Context: an optimization exercise on an open-source flow, tuned for small area, a short achievable clock period and few clock cycles per item. The choices shown serve that exercise and are no tape-out recipe. Only simulation tests tie the RTL to the original design; equivalence was not proved. Power is estimated from default activity; no workload was simulated.

== JK ==
## tilt_error_group_averager
module tilt_error_group_averager
(
    input  wire logic                  aclk,
    input  wire logic                  aresetn,
    input  wire logic                  cfg_we,
    input  wire logic [CFG_ADDR_W-1:0] cfg_addr,
    input  wire logic [CFG_DATA_W-1:0] cfg_wdata,
    input  wire logic                  s_tvalid,
    output logic                       s_tready,
    input  wire logic [S_DATA_W-1:0]   s_tdata,    
    output logic                       m_tvalid,
    input  wire logic                  m_tready,
    output logic [M_DATA_W-1:0]        m_tdata,    
    output logic [M_USER_W-1:0]        m_tuser     
);
    logic signed [RAW_W-1:0]  off_y;
    logic signed [RAW_W-1:0]  off_z;
    logic signed [MEAN_W-1:0] band_hi;
    logic signed [MEAN_W-1:0] band_lo;
    logic [2:0]               msd_c;    
    function automatic logic [2:0] msd_class(input logic [MSD_W-1:0] v);
        logic sat;    
        sat = (v[6:4] != 3'd0) || (v[3] && (v[2] || (v[1] && v[0])));
        msd_class = sat ? 3'd6 : v[3:1] + 3'(v[0]);
    endfunction
    logic [CFG_DATA_W-1:0] wd;
    logic [4:0]            upd;
    always_comb begin
        wd = aresetn ? cfg_wdata : '0;
        for (int k = 0; k < 5; k++) begin
            upd[k] = !aresetn || (cfg_we && cfg_addr == CFG_ADDR_W'(k));
        end
    end
    always_ff @(posedge aclk) begin
        if (upd[CFG_OFFSET_Y])      off_y   <= wd[RAW_W-1:0];
        if (upd[CFG_OFFSET_Z])      off_z   <= wd[RAW_W-1:0];
  ...
export LEC_CHECK = 0
export ABC_AREA = 1
export CAP_MARGIN = 20
export CORE_MARGIN = 2
export CORE_UTILIZATION = 40
export CTS_BUF_LIST = sky130_fd_sc_hd__clkbuf_8
export SLEW_MARGIN = 20
export BUFFER_PORTS_ARGS = -buffer_cell sky130_fd_sc_hd__buf_1
export SETUP_SLACK_MARGIN = 8.4
export TNS_END_PERCENT = 100
create_clock -name core_clock -period 12.0 [get_ports {aclk}]
standard.sh (not shown) runs the stock make flow with config.mk's settings and CLKGATE_MAP_FILE= SYNTH_SCRIPT=/design/flow/synth_recipe.tcl, a recipe that flattens the netlist after the stock synthesis.
==> flow/flow/run.sh <==
#!/bin/bash
# Standard ORFS layout with three changes to how it is made:
#  - synthesis maps the logic with an area-only ABC script (flow/abc_area.script) and leaves
#    adders to ABC instead of mapping full and half adders first; the registers and every
#    other synthesis step are those of the standard synthesis;
#  - the port buffers are buf_1 cells;
#  - timing repair aims for extra setup slack (flow/extra.mk).
# Each step's full output is in synth.log and standard.log here, and ORFS's own logs.
set -euo pipefail
cp -r "$FLOW_HOME/scripts" scripts_area
cp flow/abc_area.script scripts_area/abc_area.script
cat flow/extra.mk >> config.mk
bash standard.sh SCRIPTS_DIR="$PWD/scripts_area" ADDER_MAP_FILE= synth > synth.log 2>&1
bash standard.sh > standard.log 2>&1
==> flow/flow/abc_area.script <==
strash
dch
map -a
topo
stime -c
buffer -c
upsize -c
dnsize -c
==> flow/flow/extra.mk <==
export BUFFER_PORTS_ARGS = -buffer_cell sky130_fd_sc_hd__buf_1
export SETUP_SLACK_MARGIN = 8.4
export TNS_END_PERCENT = 100
JK finished every stage and its layout cleared the timing, DRC and antenna checks.
Testbench counts of JK, summed over its fixed seeds: cycles 25,664, samples 25,600.
What TR does differently from JK at the input level:
--- a/flow/design.v
+++ b/flow/design.v
@@ -29,13 +29,13 @@
     input  wire logic                    take,      
     input  wire logic [S_DATA_W-1:0]     s_tdata,
     input  wire logic signed [RAW_W-1:0] off_y,
     input  wire logic signed [RAW_W-1:0] off_z,
     output logic                         t_v,       
     output logic [2:0]                   t_zc,      
-    output logic [2:0]                   t_yc,      
+    output logic                         t_neg,     
     output logic [RAW_W-1:0]             t_z        
 );
     function automatic logic ult8(input logic [7:0] a, input logic [7:0] b);
         logic [7:0] l0, e0;
         logic [3:0] l1, e1;
         logic [1:0] l2, e2;
@@ -70,13 +70,13 @@
             t_v <= 1'b0;
         end else begin
             t_v <= take;
         end
     end
     always_ff @(posedge aclk) begin
-        t_yc  <= {y_lt_hi, y_ob[15:8] == oy_ob[15:8], y_lt_lo};
+        t_neg <= y_lt_hi || (y_ob[15:8] == oy_ob[15:8] && y_lt_lo);
         t_z   <= s_tdata[2*RAW_W-1:RAW_W];
         t_zc  <= {z_gt_hi, z_ob[15:8] == oz_ob[15:8], !z_lt_lo};
     end
 endmodule
 `default_nettype wire
 `default_nettype none
@@ -85,13 +85,13 @@
 (
     input  wire logic                  aclk,
     input  wire logic                  aresetn,
     input  wire logic                  s_tvalid,
     input  wire logic                  t_v,
     input  wire logic [2:0]            t_zc,
-    input  wire logic [2:0]            t_yc,
+    input  wire logic                  t_neg,
     input  wire logic [RAW_W-1:0]      t_z,
     input  wire logic signed [RAW_W-1:0] off_z,
     input  wire logic [2:0]            msd_c,     
     input  wire logic                  busy_n,    
     output logic                       s_tready,
     output logic                       take,
@@ -106,16 +106,14 @@
     logic                    ok;
     logic                    last;
     logic [3:0]              cnt_n;
     logic [3:0]              ncnt_sum;
     logic [2:0]              hdiff;    
     logic [SUM_W-1:0]        opa, opb, cs_s, cs_c;
-    logic                    t_neg;    
     always_comb begin
         take     = s_tvalid && rdy;
-        t_neg    = t_yc[2] || (t_yc[1] && t_yc[0]);
         ok       = t_v && (t_zc[2] || (t_zc[1] && t_zc[0]));    
         last     = (cnt == 4'd9);
         close    = ok && last;
         cnt_n    = ok ? (last ? 4'd0 : cnt + 4'd1) : cnt;
         opa      = SUM_W'($signed(t_z ^ {RAW_W{t_neg}}));
         opb      = SUM_W'($signed(off_z ^ {RAW_W{!t_neg}}));
@@ -314,14 +312,13 @@
         if (upd[CFG_BAND_LOWER])    band_lo <= aresetn ? wd[MEAN_W-1:0] : BAND_LOWER_RST;
         if (upd[CFG_MIN_SIGN_DIFF]) msd_c   <= aresetn ? msd_class(cfg_wdata[MSD_W-1:0])
                                                        : msd_class(MIN_SIGN_DIFF_RST);
     end
     logic                    busy_n;
     logic                    take;
-    logic                    t_v;
-    logic [2:0]              t_yc;
+    logic                    t_v, t_neg;
     logic [2:0]              t_zc;
     logic [RAW_W-1:0]        t_z;
     logic                    close;
     logic signed [SUM_W-1:0] sum;
     logic                    osc;
     logic [MEAN_W-1:0]       mean;
@@ -332,22 +329,22 @@
         .take     (take),
         .s_tdata  (s_tdata),
         .off_y    (off_y),
         .off_z    (off_z),
         .t_v      (t_v),
         .t_zc     (t_zc),
-        .t_yc     (t_yc),
+        .t_neg    (t_neg),
         .t_z      (t_z)
     );
     tega_accum u_accum (
         .aclk     (aclk),
         .aresetn  (aresetn),
         .s_tvalid (s_tvalid),
         .t_v      (t_v),
         .t_zc     (t_zc),
-        .t_yc     (t_yc),
+        .t_neg    (t_neg),
         .t_z      (t_z),
         .off_z    (off_z),
         .msd_c    (msd_c),
         .busy_n   (busy_n),
         .s_tready (s_tready),
         .take     (take),
==> notes.md <==
- Re clock tree cell share of total cell area: JK was lower than TR.
- TR vs. JK: mean routed wirelength per cell went down by 2.3%.
- When TR is set beside JK, its area growth from synthesis to layout turns out to be 1.2 points larger.
- Going from JK to TR, synthesized cell count went down by about 0.4%; cell area went up by 270 sq um; register cell area after layout went down by 0.89%; minimum clock period went down by 11 ps; maximum achievable frequency went up by 0.30%.
- From JK to TR the numbers moved as follows: worst setup slack increased by 11 ps relative to the old numbers, number of DRC violations after detailed-routing iteration 0 increased by 102 relative to the old numbers, fraction of power consumed by combinational cells increased by 5.8 points relative to the old numbers, die area increased by 350 sq um relative to the old numbers.
Testbench counts of TR, summed over its fixed seeds: cycles 25,664, samples 25,600.

separate check: timing with driven ports:
The results above use ideal ports. As a check the final layouts listed here were re-extracted and re-timed, cells and wires unchanged. Step 1, drivers: a clkbuf_16 drives aclk and a buf_2 each remaining input, both assumed. Step 2 adds t to the input delays and takes it off the output delays; t is the mean of the earliest and latest rising clock arrival at the registers after step 1. Input paths then give back, and output paths get back, about the clock's delay inside the block. a / b / c = ideal ports / drivers / drivers and shift; a / b = the first two.
run | t, ns | slack for setup (ns) | worst setup path after step 2 | pins driven straight from the clock port
JK | 0.503 | 8.455 / 8.418 / 8.094 | input to register | 1
TR | 0.493 | 8.466 / 8.426 / 8.100 | input to register | 1
After both steps setup and hold are still met in every run listed. The setup slack of TR, which loses most, moves by -0.040 ns with the drivers and by -0.366 ns with both steps.
